Context: an optimization exercise on an open-source flow, tuned for small area and a short achievable clock period. The choices shown serve that exercise and are no tape-out recipe. In this exercise RTL edits were held to simulation tests only and were not proved equivalent to the original. Power figures rest on the tool's default switching activity, not on a simulated workload.

==> flow/config.mk <==
export PLATFORM = sky130hd
export DESIGN_NAME = ooo_issue_exec_top
export DESIGN_NICKNAME = ooo_issue_exec_top
export VERILOG_FILES = /design/flow/design.v
export SDC_FILE = /design/flow/constraint.sdc
export NUM_CORES = 8
export LEC_CHECK = 0
export CAP_MARGIN = 20
export CORE_MARGIN = 2
export CORE_UTILIZATION = 25
export SLEW_MARGIN = 20
==> flow/constraint.sdc <==
create_clock -name core_clock -period 8.5 [get_ports {clk}]
set_input_delay 1.7000 -clock core_clock [delete_from_list [all_inputs] [get_ports {clk}]]
set_output_delay 1.7000 -clock core_clock [all_outputs]
set_load 0.01 [all_outputs]
==> flow/design.v <==
package ooo_pkg;
	localparam int tag_w = 4;
	localparam int rob_size = 16;
	typedef enum logic [6:0] {
		op_lui = 7'b0110111,
		op_auipc = 7'b0010111,
		op_jal = 7'b1101111,
		op_jalr = 7'b1100111,
		op_br = 7'b1100011,
		op_imm = 7'b0010011,
		op_reg = 7'b0110011
	} opcode_e;
	typedef enum logic [3:0] {
		alu_add = 4'b0000,
		alu_sll = 4'b0001,
		alu_xor = 4'b0100,
		alu_srl = 4'b0101,
		alu_or = 4'b0110,
		alu_and = 4'b0111,
		alu_sub = 4'b1000,
		alu_sra = 4'b1101
	} alu_op_e;
	typedef enum logic [2:0] {
		cmp_beq = 3'b000,
		cmp_bne = 3'b001,
		cmp_blt = 3'b100,
		cmp_bge = 3'b101,
		cmp_bltu = 3'b110,
		cmp_bgeu = 3'b111
	} cmp_op_e;
	localparam logic [2:0] f3_add = 3'b000;
	localparam logic [2:0] f3_sll = 3'b001;
	localparam logic [2:0] f3_slt = 3'b010;
	localparam logic [2:0] f3_sltu = 3'b011;
	localparam logic [2:0] f3_sr = 3'b101;
	typedef struct packed {
		logic [6:0] funct7;
		logic [4:0] rs2;
		logic [4:0] rs1;
		logic [2:0] funct3;
		logic [4:0] rd;
		opcode_e opcode;
	} r_view_t;
	typedef struct packed {
		logic [11:0] imm12;
		logic [4:0] rs1;
		logic [2:0] funct3;
		logic [4:0] rd;
		opcode_e opcode;
	} i_view_t;
	typedef union packed {
		r_view_t r_view;
		i_view_t i_view;
	} inst_u;
	typedef struct packed {
		logic busy;
		logic [31:0] value;
	} operand_t;
	typedef struct packed {
		logic [tag_w-1:0] tag;
		inst_u inst;
		logic [31:0] pc;
		operand_t src1;
		operand_t src2;
	} issue_t;
	typedef struct packed {
		logic valid;
		logic [tag_w-1:0] tag;
		operand_t op1;
		operand_t op2;
		alu_op_e alu_op;
		cmp_op_e cmp_op;
		logic use_cmp;
	} rs_entry_t;
	typedef struct packed {
		logic rdy;
		logic [31:0] data;
	} rob_bcast_t;
	typedef struct packed {
		logic valid;
		logic [tag_w-1:0] front_tag;
		logic [tag_w-1:0] rear_tag;
		logic [tag_w-1:0] flush_tag;
	} flush_t;
	typedef struct packed {
		logic valid;
		logic [tag_w-1:0] tag;
		logic [31:0] data;
	} result_t;
	localparam int issue_w = 134;  
	localparam int entry_w = 79;  
endpackage
`timescale 1ns/1ps
module issue_decode (
	input ooo_pkg::issue_t slot,
	input logic [ooo_pkg::rob_size-1:0] bc_rdy,
	input logic [32*ooo_pkg::rob_size-1:0] bc_data,
	output ooo_pkg::rs_entry_t entry
);
	logic [31:0] word;
	logic [2:0] funct3;
	logic f7b5;
	logic [31:0] i_imm;
	logic [31:0] u_imm;
	logic [31:0] j_imm;
	ooo_pkg::operand_t src1_r;
	ooo_pkg::operand_t src2_r;
	function automatic ooo_pkg::operand_t resolve(input ooo_pkg::operand_t src);
		ooo_pkg::operand_t res;
		res = src;
		if (src.busy && bc_rdy[src.value[ooo_pkg::tag_w-1:0]]) begin
			res.busy = 1'b0;
			res.value = bc_data[32*src.value[ooo_pkg::tag_w-1:0] +: 32];
		end
		resolve = res;
	endfunction
	function automatic ooo_pkg::operand_t imm_operand(input logic [31:0] v);
		imm_operand = {1'b0, v};
	endfunction
	assign word = slot.inst;
	assign funct3 = slot.inst.r_view.funct3;
	assign f7b5 = slot.inst.r_view.funct7[5];
	assign i_imm = {{20{slot.inst.i_view.imm12[11]}}, slot.inst.i_view.imm12};
	assign u_imm = {word[31:12], 12'b0};
	assign j_imm = {{12{word[31]}}, word[19:12], word[20], word[30:21], 1'b0};
	always_comb begin
		src1_r = resolve(slot.src1);
		src2_r = resolve(slot.src2);
	end
	always_comb begin
		entry = '0;
		entry.valid = 1'b1;
		entry.tag = slot.tag;
		entry.alu_op = ooo_pkg::alu_add;
		entry.cmp_op = ooo_pkg::cmp_beq;
		entry.use_cmp = 1'b0;
		entry.op1 = src1_r;
		entry.op2 = src2_r;
		case (slot.inst.r_view.opcode)
			ooo_pkg::op_jal: begin
				entry.op1 = imm_operand(slot.pc);
				entry.op2 = imm_operand(j_imm);
			end
			ooo_pkg::op_jalr: begin
				entry.op2 = imm_operand(i_imm);
			end
			ooo_pkg::op_lui: begin
				entry.op1 = imm_operand(u_imm);
				entry.op2 = imm_operand(32'b0);
			end
			ooo_pkg::op_auipc: begin
				entry.op1 = imm_operand(slot.pc);
				entry.op2 = imm_operand(u_imm);
			end
			ooo_pkg::op_reg: begin
				if (funct3 == ooo_pkg::f3_slt) begin
					entry.use_cmp = 1'b1;
					entry.cmp_op = ooo_pkg::cmp_blt;
				end else if (funct3 == ooo_pkg::f3_sltu) begin
					entry.use_cmp = 1'b1;
					entry.cmp_op = ooo_pkg::cmp_bltu;
				end else begin
					entry.alu_op = ooo_pkg::alu_op_e'({f7b5 &
						(funct3 == ooo_pkg::f3_add || funct3 == ooo_pkg::f3_sr), funct3});
				end
			end
			ooo_pkg::op_imm: begin
				entry.op2 = imm_operand(i_imm);
				if (funct3 == ooo_pkg::f3_slt) begin
					entry.use_cmp = 1'b1;
					entry.cmp_op = ooo_pkg::cmp_blt;
				end else if (funct3 == ooo_pkg::f3_sltu) begin
					entry.use_cmp = 1'b1;
					entry.cmp_op = ooo_pkg::cmp_bltu;
				end else if (funct3 == ooo_pkg::f3_sll || funct3 == ooo_pkg::f3_sr) begin
					entry.op2 = imm_operand({27'b0, slot.inst.i_view.imm12[4:0]});
					entry.alu_op = ooo_pkg::alu_op_e'({f7b5 & (funct3 == ooo_pkg::f3_sr), funct3});
				end else begin
					entry.alu_op = ooo_pkg::alu_op_e'({1'b0, funct3});
				end
			end
			ooo_pkg::op_br: begin
				entry.use_cmp = 1'b1;
				entry.cmp_op = ooo_pkg::cmp_op_e'(funct3);
			end
			default: ;
		endcase
	end
endmodule
`timescale 1ns/1ps
module reservation_station #(
	parameter int rs_size = 8
) (
	input logic clk,
	input logic rst,
	input ooo_pkg::flush_t flush,
	input logic [ooo_pkg::rob_size-1:0] bc_rdy,
	input logic [32*ooo_pkg::rob_size-1:0] bc_data,
	input logic load0,
	input logic load1,
	input logic [$clog2(rs_size)-1:0] alloc0,
	input logic [$clog2(rs_size)-1:0] alloc1,
	input ooo_pkg::rs_entry_t entry0,
	input ooo_pkg::rs_entry_t entry1,
	input logic disp_valid,
	input logic [$clog2(rs_size)-1:0] disp_idx,
	output logic [rs_size*ooo_pkg::entry_w-1:0] entries,
	output ooo_pkg::rs_entry_t disp_entry
);
	function automatic logic survives(input logic [ooo_pkg::tag_w-1:0] t);
		logic [ooo_pkg::tag_w-1:0] after_rear;
		after_rear = flush.rear_tag + 1'b1;
		if (after_rear == flush.flush_tag) begin
			survives = 1'b1;
		end else if (flush.front_tag <= flush.flush_tag) begin
			survives = (t >= flush.front_tag) && (t < flush.flush_tag);
		end else begin
			survives = (t >= flush.front_tag) || (t < flush.flush_tag);
		end
	endfunction
	assign disp_entry = entries[disp_idx*ooo_pkg::entry_w +: ooo_pkg::entry_w];
	logic [rs_size*ooo_pkg::entry_w-1:0] entries_n;
	ooo_pkg::rs_entry_t e;
	always_comb begin
		for (int i = 0; i < rs_size; i++) begin
			e = entries[i*ooo_pkg::entry_w +: ooo_pkg::entry_w];
			if (rst) begin
				e.valid = 1'b0;
			end else begin
				if (e.valid && e.op1.busy && bc_rdy[e.op1.value[ooo_pkg::tag_w-1:0]]) begin
					e.op1.busy = 1'b0;
					e.op1.value = bc_data[32*e.op1.value[ooo_pkg::tag_w-1:0] +: 32];
				end
				if (e.valid && e.op2.busy && bc_rdy[e.op2.value[ooo_pkg::tag_w-1:0]]) begin
					e.op2.busy = 1'b0;
					e.op2.value = bc_data[32*e.op2.value[ooo_pkg::tag_w-1:0] +: 32];
				end
				if (flush.valid) begin
					if (!survives(e.tag)) begin
						e.valid = 1'b0;
					end
				end else begin
					if (load0 && alloc0 == i) begin
						e = entry0;
					end
					if (load1 && alloc1 == i) begin
						e = entry1;
					end
				end
				if (disp_valid && disp_idx == i) begin
					e.valid = 1'b0;
				end
			end
			entries_n[i*ooo_pkg::entry_w +: ooo_pkg::entry_w] = e;
		end
	end
	always_ff @(posedge clk) begin
		entries <= entries_n;
	end
endmodule
`timescale 1ns/1ps
module rs_control #(
	parameter int rs_size = 8
) (
	input logic clk,
	input logic rst,
	input logic [1:0] issue_valid,
	input logic [rs_size*ooo_pkg::entry_w-1:0] entries,
	output logic [1:0] accept,
	output logic load0,
	output logic load1,
	output logic [$clog2(rs_size)-1:0] alloc0,
	output logic [$clog2(rs_size)-1:0] alloc1,
	output logic disp_valid,
	output logic [$clog2(rs_size)-1:0] disp_idx,
	output logic [$clog2(rs_size+1)-1:0] num_free
);
	localparam int idx_w = $clog2(rs_size);
	localparam int cnt_w = $clog2(rs_size + 1);
	logic found0;
	logic found1;
	ooo_pkg::rs_entry_t e;
	always_comb begin
		num_free = '0;
		found0 = 1'b0;
		found1 = 1'b0;
		alloc0 = '0;
		alloc1 = '0;
		disp_valid = 1'b0;
		disp_idx = '0;
		for (int i = 0; i < rs_size; i++) begin
			e = entries[i*ooo_pkg::entry_w +: ooo_pkg::entry_w];
			if (!e.valid) begin
				num_free = num_free + 1'b1;
				if (!found0) begin
					found0 = 1'b1;
					alloc0 = idx_w'(i);
				end else if (!found1) begin
					found1 = 1'b1;
					alloc1 = idx_w'(i);
				end
			end else if (!e.op1.busy && !e.op2.busy && !disp_valid) begin
				disp_valid = 1'b1;
				disp_idx = idx_w'(i);
			end
		end
	end
	assign accept[0] = (num_free >= cnt_w'(1));
	assign accept[1] = (num_free >= cnt_w'(2));
	assign load0 = issue_valid[0] && accept[0];
	assign load1 = issue_valid[1] && accept[1];
endmodule
`timescale 1ns/1ps
module exec_unit (
	input logic clk,
	input logic rst,
	input logic disp_valid,
	input ooo_pkg::rs_entry_t disp_entry,
	output ooo_pkg::result_t result
);
	logic [31:0] a;
	logic [31:0] b;
	logic [31:0] alu_out;
	logic cmp_out;
	logic res_valid;
	logic [ooo_pkg::tag_w-1:0] res_tag;
	logic [31:0] res_data;
	assign a = disp_entry.op1.value;
	assign b = disp_entry.op2.value;
	always_comb begin
		case (disp_entry.alu_op)
			ooo_pkg::alu_sub: alu_out = a - b;
			ooo_pkg::alu_sll: alu_out = a << b[4:0];
			ooo_pkg::alu_xor: alu_out = a ^ b;
			ooo_pkg::alu_srl: alu_out = a >> b[4:0];
			ooo_pkg::alu_sra: alu_out = $unsigned($signed(a) >>> b[4:0]);
			ooo_pkg::alu_or: alu_out = a | b;
			ooo_pkg::alu_and: alu_out = a & b;
			default: alu_out = a + b;
		endcase
	end
	always_comb begin
		case (disp_entry.cmp_op)
			ooo_pkg::cmp_bne: cmp_out = (a != b);
			ooo_pkg::cmp_blt: cmp_out = ($signed(a) < $signed(b));
			ooo_pkg::cmp_bge: cmp_out = ($signed(a) >= $signed(b));
			ooo_pkg::cmp_bltu: cmp_out = (a < b);
			ooo_pkg::cmp_bgeu: cmp_out = (a >= b);
			default: cmp_out = (a == b);
		endcase
	end
	always_ff @(posedge clk) begin
		if (rst) begin
			res_valid <= 1'b0;
		end else begin
			res_valid <= disp_valid;
		end
	end
	always_ff @(posedge clk) begin
		res_tag <= disp_entry.tag;
		res_data <= disp_entry.use_cmp ? {31'b0, cmp_out} : alu_out;
	end
	assign result = {res_valid, res_tag, res_data};
endmodule
`timescale 1ns/1ps
module issue_exec_slice #(
	parameter int rs_size = 8
) (
	input logic clk,
	input logic rst,
	input logic [1:0] issue_valid,
	input logic [2*ooo_pkg::issue_w-1:0] issue,
	input logic [ooo_pkg::rob_size-1:0] bc_rdy,
	input logic [32*ooo_pkg::rob_size-1:0] bc_data,
	input ooo_pkg::flush_t flush,
	output logic [1:0] accept,
	output logic [$clog2(rs_size+1)-1:0] num_free,
	output ooo_pkg::result_t result
);
	ooo_pkg::rs_entry_t dec_entry0;
	ooo_pkg::rs_entry_t dec_entry1;
	logic [rs_size*ooo_pkg::entry_w-1:0] entries;
	ooo_pkg::rs_entry_t disp_entry;
	logic load0;
	logic load1;
	logic [$clog2(rs_size)-1:0] alloc0;
	logic [$clog2(rs_size)-1:0] alloc1;
	logic disp_valid;
	logic [$clog2(rs_size)-1:0] disp_idx;
	issue_decode dec0 (
		.slot(issue[0 +: ooo_pkg::issue_w]),
		.bc_rdy(bc_rdy),
		.bc_data(bc_data),
		.entry(dec_entry0)
	);
	issue_decode dec1 (
		.slot(issue[ooo_pkg::issue_w +: ooo_pkg::issue_w]),
		.bc_rdy(bc_rdy),
		.bc_data(bc_data),
		.entry(dec_entry1)
	);
	reservation_station #(.rs_size(rs_size)) rs0 (
		.clk(clk),
		.rst(rst),
		.flush(flush),
		.bc_rdy(bc_rdy),
		.bc_data(bc_data),
		.load0(load0),
		.load1(load1),
		.alloc0(alloc0),
		.alloc1(alloc1),
		.entry0(dec_entry0),
		.entry1(dec_entry1),
		.disp_valid(disp_valid),
		.disp_idx(disp_idx),
		.entries(entries),
		.disp_entry(disp_entry)
	);
	rs_control #(.rs_size(rs_size)) ctrl0 (
		.clk(clk),
		.rst(rst),
		.issue_valid(issue_valid),
		.entries(entries),
		.accept(accept),
		.load0(load0),
		.load1(load1),
		.alloc0(alloc0),
		.alloc1(alloc1),
		.disp_valid(disp_valid),
		.disp_idx(disp_idx),
		.num_free(num_free)
	);
	exec_unit exec0 (
		.clk(clk),
		.rst(rst),
		.disp_valid(disp_valid),
		.disp_entry(disp_entry),
		.result(result)
	);
endmodule
`timescale 1ns/1ps
module ooo_issue_exec_top (
	input logic clk,
	input logic rst,
	input logic [1:0] issue_valid,
	input logic [3:0] issue0_tag,
	input logic [31:0] issue0_inst,
	input logic [31:0] issue0_pc,
	input logic issue0_src1_busy,
	input logic [31:0] issue0_src1,
	input logic issue0_src2_busy,
	input logic [31:0] issue0_src2,
	input logic [3:0] issue1_tag,
	input logic [31:0] issue1_inst,
	input logic [31:0] issue1_pc,
	input logic issue1_src1_busy,
	input logic [31:0] issue1_src1,
	input logic issue1_src2_busy,
	input logic [31:0] issue1_src2,
	input logic [15:0] bcast_rdy,
	input logic [511:0] bcast_data,
	input logic flush_valid,
	input logic [3:0] flush_front_tag,
	input logic [3:0] flush_rear_tag,
	input logic [3:0] flush_tag,
	output logic [1:0] accept,
	output logic [3:0] num_free,
	output logic result_valid,
	output logic [3:0] result_tag,
	output logic [31:0] result_data
);
	logic [2*ooo_pkg::issue_w-1:0] issue;
	ooo_pkg::flush_t flush;
	ooo_pkg::result_t result;
	assign issue = {issue1_tag, issue1_inst, issue1_pc,
		issue1_src1_busy, issue1_src1, issue1_src2_busy, issue1_src2,
		issue0_tag, issue0_inst, issue0_pc,
		issue0_src1_busy, issue0_src1, issue0_src2_busy, issue0_src2};
	assign flush = {flush_valid, flush_front_tag, flush_rear_tag, flush_tag};
	issue_exec_slice #(.rs_size(8)) slice0 (
		.clk(clk),
		.rst(rst),
		.issue_valid(issue_valid),
		.issue(issue),
		.bc_rdy(bcast_rdy),
		.bc_data(bcast_data),
		.flush(flush),
		.accept(accept),
		.num_free(num_free),
		.result(result)
	);
	assign result_valid = result.valid;
	assign result_tag = result.tag;
	assign result_data = result.data;
endmodule
==> flow/run.sh <==
#!/bin/bash
# synth_recipe.tcl (not shown) runs the flow's synth.tcl, then flattens the netlist and writes it again
# the make line also repeats each setting of config.mk as NAME=value (left out here)
make -C /OpenROAD-flow-scripts/flow DESIGN_CONFIG=/design/flow/config.mk WORK_HOME=/design/flow/orfs CLKGATE_MAP_FILE= SYNTH_SCRIPT=/design/flow/synth_recipe.tcl finish
==> notes.md <==
[routing by layer]
layer / routed length, µm / GRT usage (%)
met1: 273000 / 33.3
met3: 178000 / 21.1
met2: 333000 / 39.2
met4: 100000 / 24.6
met5: 2620 / 4.79
[power groups by stage]
stage,combinational (µW),clock (µW),sequential (µW)
CTS,33800,4270,5410
detailed placement,33700,0,5460
floorplan,20800,0,5220
global route,36400,4390,5500
global placement,33400,0,5440
finish,36000,4320,5460
[cell type report]
class / count / area (µm²)
Timing Repair Buffer: 1489 / 14200
Inverter: 144 / 557
Sequential cell: 669 / 19600
Multi-Input combinational cell: 8380 / 109000
Clock inverter: 62 / 563
Tap cell: 7287 / 9120
Antenna cell: 278 / 696
Clock buffer: 112 / 2510
Fill cell: 55900 / 395000
[logic make-up (layout without fill, tap and decap cells)]
kind of cell	Yosys count	in the layout
compound gates	2240	2240
xor+xnor	54	54
fa+ha+maj	169	169
buf+inv	2547	1807
flops	669	669
mux	4009	4009
other cells	0	278
simple gates	1908	1908
[critical path, stage by stage (launching register included)]
cell and delay [ps]:
dfxtp_1 610, ha_1 440, nor2b_1 390, nor2_1 130, ha_1 290, nand2b_1 90
a21boi_1 200, inv_1 60, ha_1 280, nor2_1 170, nor2_1 80, ha_1 270
nand2_1 80, o31ai_2 80, ha_1 280, mux2_2 300, ha_1 190, inv_1 80
nor2_1 70, mux2i_1 120, or2_1 140, o22ai_1 110, mux2i_4 320, nor2_1 80
inv_1 90, clkdlybuf4s50_1 530
[final timing paths]
kind / startpoint / endpoint / slack (ps)
setup / recovery: slice0.rs0.entries[157] / accept[0] / 480
hold / removal: slice0.rs0.entries[505] / slice0.rs0.entries[505] / 670
setup reg to reg: slice0.rs0.entries[356] / slice0.exec0.res_data[14] / 530
hold reg to reg: slice0.rs0.entries[505] / slice0.rs0.entries[505] / 670
[state kept, by name, summed over array words and instances (netlist names)]
register / cells
slice0.rs0.entries: 632
slice0.exec0.res_data: 32
slice0.exec0.res_tag: 4
slice0.exec0.res_valid: 1
[per-stage QoR]
step	setup WS, ps	utilization [%]	power [µW]
after floorplan	-1570	-	26100
after global placement	962	27.7	38800
after detailed placement	925	27.7	39200
after CTS	295	28.2	43400
after global routing	91.4	28.3	46200
final	479	28.4	45800
[timing repair]
action                     in CTS  in global routing
buffers inserted                0                  0
resized for setup               0                  1
hold buffers                    0                  0
setup endpoints to repair       0                  1
[cells in the final DEF, fill, tap and decap left out, drive strengths merged, types with 232 or more instances in the layout]
cell type,netlist,routed
mux4,3237,3237
clkdlybuf4s50,0,827
nand2,756,756
mux2i,696,696
buf,479,661
edfxtp,624,624
nor2,495,495
o21ai,482,482
diode,0,278
o221ai,261,261
a21oi,246,246
a221oi,234,234
o22ai,232,232
==> flow_metrics.py <==
metrics = {
    "timing": {
        "timing.final.crit_share_pct": 94.4,
        "drv_slew": 0,
        "fin_tns_setup_ps": 0,
        "slew_headroom_pct": 5.35,
        "fin_skew_ps": 119,
        "hold_slack_ps": 668,
        "hold_violations": 0,
        "setup_viol": 0,
        "max_freq_mhz": 125,
        "worst_pin_slew_ps": 1420,
        "fin_crit_ps": 8020,
        "rsz0062_at_grt": "false",
    },
    "pwr": {
        "p_switching_uw": 24900,
        "p_leak_uw": 0.0512,
        "power-per-cell-area_nw_per_um2": 292,
        "ir_drop_uv": 539,
        "swShare_pct": 54.4,
        "p_int_uw": 20900,
        "power_frac_seq_pct": 11.9,
        "p_comb_share_pct": 78.6,
        "clockPowerShare_pct": 9.4,
    },
    "synthesis": {
        "syn-cell-area_um2": 138000,
        "synthXorXnorAreaFrac_pct": 0.378,
        "synth_compound_area_share_pct": 11.9,
        "synth_top_family_by_area": "multiplexers",
        "synth_edf_count": 624,
        "synth_common_cells": "mux4_2 (3237), clkbuf_1 (1924), nand2_1 (751), mux2i_1 (694), edfxtp_1 (624)",
        "synthMuxAreaShare_pct": 58.4,
        "synth_nets": 12600,
        "synth_top_area_share_pct": 52.8,
        "yosys_warnings": 4,
        "syn_area_per_cell_um2": 11.9,
        "synth-simple-area-share_pct": 6.41,
        "async_reset_ff_share_pct": 0,
        "yosysMostFrequentCell": "mux4_2",
        "synth_ff_type": "edfxtp_1",
        "synth.area.top_cells": "mux4_2 (53%), edfxtp_1 (14%), clkbuf_1 (5.2%)",
        "yosys.area.top_type": "mux4_2",
        "synth_cell_types": 113,
        "synth_fa_ha_area_share_pct": 1.54,
        "synth-seq-cells": 669,
        "syn_inst": 11600,
        "yosysSeqAreaShare_pct": 14.2,
    },
    "critical_path": {
        "crit_fanout": 10,
        "critPathLaunchType": "flip-flop",
        "crit_type": "reg -> out",
        "crit_required_ps": 6800,
        "cp-end-kind": "output port",
        "critPathArrivalTime_ps": 6320,
        "reg2reg_depth": 24,
    },
    "cts": {
        "cts_buffer_depth": 4,
        "cts_buffers": 98,
        "cts_tree": "done",
        "clkLatencyLatePin_ps": 940,
        "htree_levels": 3,
        "clock_sinks": 669,
        "cts_root_buf": "clkbuf_16",
        "clk_pin_slew_ps": 60,
    },
    "floorplan": {
        "die_h_um": 747,
        "die_width_um": 747,
        "design.core.area_um2": 552000,
        "num_rows": 273,
        "dieArea_um2": 559000,
        "initial_core_util_pct": 25.0,
        "ios": 856,
    },
    "place": {
        "dpl.hpwl_um": 597000,
        "io_buffers": 845,
        "routabilityCongestion": 1.05,
        "placed_area_um2": 153000,
        "dp_cells": 18000,
    },
    "route": {
        "wire_per_inst_um": 48.1,
        "vias": 140000,
        "drt_iter0_drc": 31300,
        "drc": 0,
        "via_per_inst": 7.61,
        "wl_um": 887000,
        "ant_nets": 0,
        "first_pass_iters": 14,
    },
    "global_route": {
        "antenna_found_initial": 264,
        "grt_usage_pct": 30.4,
        "grt_max_degree": 141,
        "grt.overflow.total": 0,
        "grt_pass1_vias": 126000,
        "grt_pass1_wl_um": 1170000,
    },
    "run": {
        "drv_cap": 0,
    },
    "final_layout": {
        "nets": 11800,
        "stdcell_area_um2": 157000,
        "areaGrowthSynthToFinish_pct": 13.4,
        "instances_no_fill": 18400,
        "drive_gt1_share_pct": 39.8,
    },
    "hold_path": {
        "min_path_type": "reg -> reg",
        "min_path_cells": 2,
    },
    "outcome": {
        "status": "timing/DRC/antenna clean",
    },
}

afterwards: timing with drivers on the ports:
The results above use ideal ports. As a check the final layout listed here was re-extracted and re-timed, cells and wires unchanged. Step 1 sets driving cells, clkbuf_16 on the clock port and buf_2 on the other inputs (assumed; they add their load-dependent delay and slew). Step 2, shift: input delay + t, output delay - t, t = (earliest + latest rising clock arrival at the registers) / 2. This alone moves slack from input paths to output paths. Slacks: ideal / step 1 / step 2; pairs: ideal / step 1.
shift t [ns]: 0.969
setup slack, ns: 0.479 / 0.391 / 0.526
worst register clock-pin slew, ns: 0.09 / 0.09
After both steps setup and hold are still met in this run. For this run, drivers alone change the setup slack by -0.088 ns; drivers and shift together by +0.047 ns.
